This is an optimization exercise on Yosys and OpenROAD, whose aim is small area, a short achievable clock period and few clock cycles per item, not a production implementation.
Only simulation tests tie the RTL to the original design; equivalence was not proved.
No activity file was given, so power comes from the tool's default toggle rates.

// front_middle_back_queue_top
module front_middle_back_queue_top #(
    parameter int DEPTH = 64,
    localparam int CW = $clog2(DEPTH + 1),
    localparam int OUT_W = ((fmbq_pkg::VAL_W + CW + 7) / 8) * 8
) (
    input  logic                         clk,
    input  logic                         rst_n,
    input  logic                         s_tvalid,
    output logic                         s_tready,
    input  logic [fmbq_pkg::IN_W-1:0]    s_tdata,
    input  logic [fmbq_pkg::FUNC_W-1:0]  s_tuser,
    output logic                         m_tvalid,
    input  logic                         m_tready,
    output logic [OUT_W-1:0]             m_tdata,
    output logic [fmbq_pkg::STAT_W-1:0]  m_tuser
);
export LEC_CHECK = 0
export CAP_MARGIN = 20
export CORE_MARGIN = 2
export CORE_UTILIZATION = 40
export CTS_CLUSTER_DIAMETER = 100
export CTS_CLUSTER_SIZE = 30
export SETUP_SLACK_MARGIN = 4.5
export SLEW_MARGIN = 20
export TNS_END_PERCENT = 5
create_clock -name core_clock -period 7.0 [get_ports {clk}]
standard.sh (not shown) runs the stock make flow with config.mk's settings and CLKGATE_MAP_FILE= SYNTH_SCRIPT=/design/flow/synth_recipe.tcl, a recipe that flattens the netlist after the stock synthesis.
==> flow/flow/run.sh <==
#!/bin/bash
# Layout flow: the standard ORFS flow (standard.sh), unchanged except for three settings of
# how the layout is made: the port buffers that buffer_ports inserts on every input and output
# are sky130_fd_sc_hd__buf_4 cells (the default choice is a slow delay buffer); the resizer may
# swap a cell for one of another footprint when it repairs timing (MATCH_CELL_FOOTPRINT=0); and
# the floorplan step, whose timing repair only has wire-load estimates, repairs with no extra
# setup margin (SETUP_SLACK_MARGIN=0) while the later repairs use config.mk's margin.
# The make output goes to flow_make_*.log in this folder; each ORFS step logs under orfs/logs/.
set -euo pipefail
ARGS=(MATCH_CELL_FOOTPRINT=0 "BUFFER_PORTS_ARGS=-buffer_cell sky130_fd_sc_hd__buf_4")
bash standard.sh "${ARGS[@]}" SETUP_SLACK_MARGIN=0 floorplan > flow_make_floorplan.log 2>&1
bash standard.sh "${ARGS[@]}" finish > flow_make_finish.log 2>&1
Testbench counts at the start, summed over its fixed seeds: cycles 12,016, items 12,000.
Change:
- CTS_CLUSTER_DIAMETER: 100 -> unset
- CTS_CLUSTER_SIZE: 30 -> unset
Outcome: Die area is unchanged; routed wire length goes up by 1.1%; power goes up by 11%; worst setup slack loses 30 ps; hold slack loses 12 ps; global-route usage goes up by 0.65 points; register-to-register slack barely changes; design area goes up by 4.6%; first-iteration DRC count goes down by 3.7%.
Change:
- SETUP_SLACK_MARGIN: 4.5 -> 3.5
What happened: Design area fell by 2.6%. Routed wire length fell by 2.0%. Worst hold slack hardly moves. Fmax fell by 13%. Core utilization fell by 1.2 points. Die area is unchanged. Worst setup slack degrades by 430 ps. Sequential power hardly moves. Non-clock buffer count fell by 122. Global-route usage fell by 0.54 points.

* * *

== old ==
The RTL this note starts from:
==> flow/design.v <==
package fmbq_pkg;
    localparam int FUNC_W = 3;
    localparam int VAL_W  = 32;
    localparam int STAT_W = 2;
    localparam int IN_W   = ((VAL_W + 7) / 8) * 8;
    localparam logic [FUNC_W-1:0] FN_PUSH_FRONT  = 3'd0;
    localparam logic [FUNC_W-1:0] FN_PUSH_MIDDLE = 3'd1;
    localparam logic [FUNC_W-1:0] FN_PUSH_BACK   = 3'd2;
    localparam logic [FUNC_W-1:0] FN_POP_FRONT   = 3'd3;
    localparam logic [FUNC_W-1:0] FN_POP_MIDDLE  = 3'd4;
    localparam logic [FUNC_W-1:0] FN_POP_BACK    = 3'd5;
    localparam logic [STAT_W-1:0] ST_DONE  = 2'd0;
    localparam logic [STAT_W-1:0] ST_EMPTY = 2'd1;
    localparam logic [STAT_W-1:0] ST_FULL  = 2'd2;
endpackage
module fmbq_half #(
    parameter int N  = 32,
    parameter int W  = 32,
    localparam int AW = $clog2(N)
) (
    input  logic         clk,
    input  logic         rst_n,
    input  logic         wr_head,    
    input  logic         wr_tail,    
    input  logic         pop_head,   
    input  logic         pop_top,    
    input  logic         rd_head,    
    input  logic [W-1:0] wd,
    output logic [W-1:0] rd_val
);
    logic [AW-1:0] h_reg, t_reg;
    logic [N-1:0]  h_oh, t_oh;
    logic [W-1:0]  mem [N];
    always_ff @(posedge clk or negedge rst_n)
    begin
        if (!rst_n)
        begin
            h_reg <= '0;
            t_reg <= '0;
        end
        else
        begin
            if (wr_head)
                h_reg <= h_reg - AW'(1);
            else if (pop_head)
                h_reg <= h_reg + AW'(1);
            if (wr_tail)
                t_reg <= t_reg + AW'(1);
            else if (pop_top)
                t_reg <= t_reg - AW'(1);
        end
    end
    always_comb
    begin
        for (int i = 0; i < N; i++)
        begin
            h_oh[i] = (h_reg == AW'(i));
            t_oh[i] = (t_reg == AW'(i));
        end
    end
    for (genvar i = 0; i < N; i++)
    begin : g_slot
        logic we;
        assign we = (wr_head && h_oh[(i + 1) % N]) || (wr_tail && t_oh[i]);
        always_ff @(posedge clk)
        begin
            if (we)
                mem[i] <= wd;
        end
    end
    logic [N-1:0] r_oh;
    always_comb
    begin
        rd_val = '0;
        for (int i = 0; i < N; i++)
        begin
            r_oh[i] = rd_head ? h_oh[i] : t_oh[(i + 1) % N];
            rd_val  = rd_val | ({W{r_oh[i]}} & mem[i]);
        end
    end
endmodule
module fmbq_datapath #(
    parameter int DEPTH = 64,
    localparam int CW = $clog2(DEPTH + 1),
    localparam int OUT_W = ((fmbq_pkg::VAL_W + CW + 7) / 8) * 8
) (
    input  logic                         clk,
    input  logic                         rst_n,
    input  logic [fmbq_pkg::FUNC_W-1:0]  s_tuser,
    input  logic [fmbq_pkg::IN_W-1:0]    s_tdata,
    output logic [OUT_W-1:0]             m_tdata,
    output logic [fmbq_pkg::STAT_W-1:0]  m_tuser,
    input  logic                         fire,
    input  logic                         ld0_res,
    input  logic                         ld0_s1
);
    localparam int VW = fmbq_pkg::VAL_W;
    localparam int RW = fmbq_pkg::STAT_W + CW + VW;
    logic [fmbq_pkg::FUNC_W-1:0] fn_reg;
    logic [VW-1:0]               din_reg;
    assign fn_reg  = s_tuser;
    assign din_reg = s_tdata[VW-1:0];
    logic [CW-1:0] n_reg, n_next;
    logic          odd, empty, one, full;
    logic          empty_next, one_next, full_next;
    logic          inc, dec;
    assign odd = n_reg[0];
    logic is_pf, is_pm, is_pb, is_qf, is_qm, is_qb;
    logic push_f, push_m, push_b, pop_f, pop_m, pop_b;
    assign is_pf = (fn_reg == fmbq_pkg::FN_PUSH_FRONT);
    assign is_pm = (fn_reg == fmbq_pkg::FN_PUSH_MIDDLE);
    assign is_pb = (fn_reg == fmbq_pkg::FN_PUSH_BACK);
    assign is_qf = (fn_reg == fmbq_pkg::FN_POP_FRONT);
    assign is_qm = (fn_reg == fmbq_pkg::FN_POP_MIDDLE);
    assign is_qb = (fn_reg == fmbq_pkg::FN_POP_BACK);
    assign push_f = fire && is_pf && !full;
    assign push_m = fire && is_pm && !full;
    assign push_b = fire && is_pb && !full;
    assign pop_f  = fire && is_qf && !empty;
    assign pop_m  = fire && is_qm && !empty;
    assign pop_b  = fire && is_qb && !empty;
    logic          f_wr_head, f_wr_tail, f_pop_head, f_pop_top;
    logic          b_wr_head, b_wr_tail, b_pop_head, b_pop_top;
    logic [VW-1:0] f_wd, b_wd;
    logic [VW-1:0] f_rd, b_rd;
    assign f_wr_head  = push_f && !empty;
    assign f_wr_tail  = odd && (push_m || push_b || (pop_f && !one));
    assign f_pop_head = pop_f && !one;
    assign f_pop_top  = !odd && !empty && (push_f || pop_m || pop_b);
    assign b_wr_head  = push_b;
    assign b_wr_tail  = !odd && (push_m || push_f || pop_b);
    assign b_pop_head = pop_b;
    assign b_pop_top  = odd && (push_b || pop_m || pop_f);
    assign f_wd = (is_pf || is_pm) ? din_reg : b_rd;
    assign b_wd = (is_pb || is_pm || empty) ? din_reg : f_rd;
    fmbq_half #(.N(DEPTH / 2), .W(VW)) u_f (
        .clk      (clk),
        .rst_n    (rst_n),
        .wr_head  (f_wr_head),
        .wr_tail  (f_wr_tail),
        .pop_head (f_pop_head),
        .pop_top  (f_pop_top),
        .rd_head  (is_qf),
        .wd       (f_wd),
        .rd_val   (f_rd)
    );
    fmbq_half #(.N(DEPTH / 2), .W(VW)) u_b (
        .clk      (clk),
        .rst_n    (rst_n),
        .wr_head  (b_wr_head),
        .wr_tail  (b_wr_tail),
        .pop_head (b_pop_head),
        .pop_top  (b_pop_top),
        .rd_head  (is_qb),
        .wd       (b_wd),
        .rd_val   (b_rd)
    );
    logic [VW-1:0]               r_val;
    logic [fmbq_pkg::STAT_W-1:0] r_st;
    logic                        is_push, is_pop;
    assign is_push = is_pf || is_pm || is_pb;
    assign is_pop  = is_qf || is_qm || is_qb;
    assign inc = is_push && !full;
    assign dec = is_pop && !empty;
    always_comb
    begin
        n_next     = n_reg;
        empty_next = empty;
        one_next   = one;
        full_next  = full;
        if (inc)
        begin
            n_next     = n_reg + CW'(1);
            empty_next = 1'b0;
            one_next   = empty;
            full_next  = (n_reg == CW'(DEPTH - 1));
        end
        else if (dec)
        begin
            n_next     = n_reg - CW'(1);
            empty_next = one;
            one_next   = (n_reg == CW'(2));
            full_next  = 1'b0;
        end
        r_st = fmbq_pkg::ST_DONE;
        if (is_push && full)
            r_st = fmbq_pkg::ST_FULL;
        else if (is_pop && empty)
            r_st = fmbq_pkg::ST_EMPTY;
        r_val = '0;
        if (is_pop)
        begin
            if (empty)
                r_val = '1;
            else if (is_qb || (is_qm && odd) || one)
                r_val = b_rd;
            else
                r_val = f_rd;
        end
    end
    always_ff @(posedge clk or negedge rst_n)
    begin
        if (!rst_n)
        begin
            n_reg <= '0;
            empty <= 1'b1;
            one   <= 1'b0;
            full  <= 1'b0;
        end
        else if (fire)
        begin
            n_reg <= n_next;
            empty <= empty_next;
            one   <= one_next;
            full  <= full_next;
        end
    end
    logic [RW-1:0] res, slot0, slot1;
    assign res = {r_st, n_next, r_val};
    logic hold0;
    assign hold0 = !ld0_res && !ld0_s1;
    always_ff @(posedge clk)
    begin
        if (fire)
            slot1 <= res;
        slot0 <= ({RW{ld0_res}} & res) | ({RW{ld0_s1}} & slot1) | ({RW{hold0}} & slot0);
    end
    assign m_tdata = OUT_W'(slot0[CW+VW-1:0]);
    assign m_tuser = slot0[RW-1:CW+VW];
endmodule
module fmbq_ctrl (
    input  logic clk,
    input  logic rst_n,
    input  logic s_tvalid,
    output logic s_tready,
    input  logic m_tready,
    output logic m_tvalid,
    output logic fire,       
    output logic ld0_res,    
    output logic ld0_s1      
);
    logic oc1;               
    logic oc2;               
    assign s_tready = !oc2;
    assign fire     = s_tvalid && !oc2;
    assign m_tvalid = oc1;
    assign ld0_res  = fire && (!oc1 || m_tready);
    assign ld0_s1   = oc2 && m_tready;
    always_ff @(posedge clk or negedge rst_n)
    begin
        if (!rst_n)
        begin
            oc1 <= 1'b0;
            oc2 <= 1'b0;
        end
        else
        begin
            oc1 <= fire || oc2 || (oc1 && !m_tready);
            oc2 <= (oc2 && !m_tready) || (fire && oc1 && !m_tready);
        end
    end
endmodule
module front_middle_back_queue_top #(
    parameter int DEPTH = 64,
    localparam int CW = $clog2(DEPTH + 1),
    localparam int OUT_W = ((fmbq_pkg::VAL_W + CW + 7) / 8) * 8
) (
    input  logic                         clk,
    input  logic                         rst_n,
    input  logic                         s_tvalid,
    output logic                         s_tready,
    input  logic [fmbq_pkg::IN_W-1:0]    s_tdata,
    input  logic [fmbq_pkg::FUNC_W-1:0]  s_tuser,
    output logic                         m_tvalid,
    input  logic                         m_tready,
    output logic [OUT_W-1:0]             m_tdata,
    output logic [fmbq_pkg::STAT_W-1:0]  m_tuser
);
    logic fire, ld0_res, ld0_s1;
    fmbq_ctrl u_ctrl (
        .clk      (clk),
        .rst_n    (rst_n),
        .s_tvalid (s_tvalid),
        .s_tready (s_tready),
        .m_tready (m_tready),
        .m_tvalid (m_tvalid),
        .fire     (fire),
        .ld0_res  (ld0_res),
        .ld0_s1   (ld0_s1)
    );
    fmbq_datapath #(
        .DEPTH (DEPTH)
    ) u_datapath (
        .clk      (clk),
        .rst_n    (rst_n),
        .s_tuser  (s_tuser),
        .s_tdata  (s_tdata),
        .m_tdata  (m_tdata),
        .m_tuser  (m_tuser),
        .fire     (fire),
        .ld0_res  (ld0_res),
        .ld0_s1   (ld0_s1)
    );
endmodule
export LEC_CHECK = 0
export CAP_MARGIN = 20
export CORE_MARGIN = 2
export CORE_UTILIZATION = 40
export SETUP_SLACK_MARGIN = 3.5
export SLEW_MARGIN = 20
export TNS_END_PERCENT = 5
create_clock -name core_clock -period 7.0 [get_ports {clk}]
Scripts as last shown in full above: flow/flow/run.sh
old | stages: all done | timing, DRC, antenna: all pass
Testbench counts of old, summed over its fixed seeds: cycles 12,008, items 12,000.
The following lists how new was set up differently from old:
==> flow/flow/run.sh <==
#!/bin/bash
# Layout flow: the standard ORFS flow (standard.sh), unchanged except for two settings of how
# the layout is made: the port buffers that buffer_ports inserts on every input and output are
# sky130_fd_sc_hd__buf_4 cells (the default choice is a slow delay buffer), and the resizer may
# swap a cell for one of another footprint when it repairs timing (MATCH_CELL_FOOTPRINT=0).
# The make output goes to flow_make.log in this folder; each ORFS step logs under orfs/logs/.
set -euo pipefail
bash standard.sh MATCH_CELL_FOOTPRINT=0 \
    "BUFFER_PORTS_ARGS=-buffer_cell sky130_fd_sc_hd__buf_4" \
    finish > flow_make.log 2>&1
Notes after the runs:
In the metrics for new and old, the one carrying the higher wire length is old.
For the buffer count from post-CTS setup fixing, new came in 47 higher than old did.
new vs. old: share of the clock period used by the worst path after layout moved up; power per standard cell area moved up; number of diodes moved up.
Between new and old, the area added between synthesis and finish is higher for old.
| setup total negative slack | new vs old | ≈ equal |
Looking at the reports, new completed the entire flow and the layout it produced met the timing, DRC and antenna checks.
new has less setup slack than old.
Number of vias in the routed layout on new is down relative to old.
As far as buffer depth of the longest clock path goes, old and new are indistinguishable; the numbers are identical.

[static timing again, ports no longer ideal]
Ports are ideal in the flow. The routed layouts listed here were re-timed in OpenROAD.
Step 1 sets driving cells, clkbuf_16 on the clock port and buf_2 on the other inputs (assumed; they add their load-dependent delay and slew).
Step 2 times the ports against the registers' clock, not the clock port: input delays grow and output delays shrink by t, the midpoint of the rising clock arrivals with the driver on.
Three values: ideal, step 1, step 2; two values: the first two.
run	t (ns)	setup slack, ns	worst setup path after step 2	slew at the worst register clock pin (ns)	cell pins on the clock port's net
the first run of note 1	0.836	4.074 / 4.074 / 3.420	input to register	0.12 / 0.12	1
the second run of note 1	0.951	4.043 / 3.962 / 3.363	input to register	0.07 / 0.07	1
the third run of note 1	0.955	3.612 / 3.612 / 2.824	input to register	0.07 / 0.07	1
old	0.920	3.311 / 3.290 / 2.370	input to register	0.07 / 0.07	1
new	0.949	3.220 / 3.235 / 2.327	input to register	0.07 / 0.07	1
After both steps setup and hold are still met in every run listed. For old, which loses most, drivers alone change the setup slack by -0.021 ns; drivers and shift together by -0.941 ns.
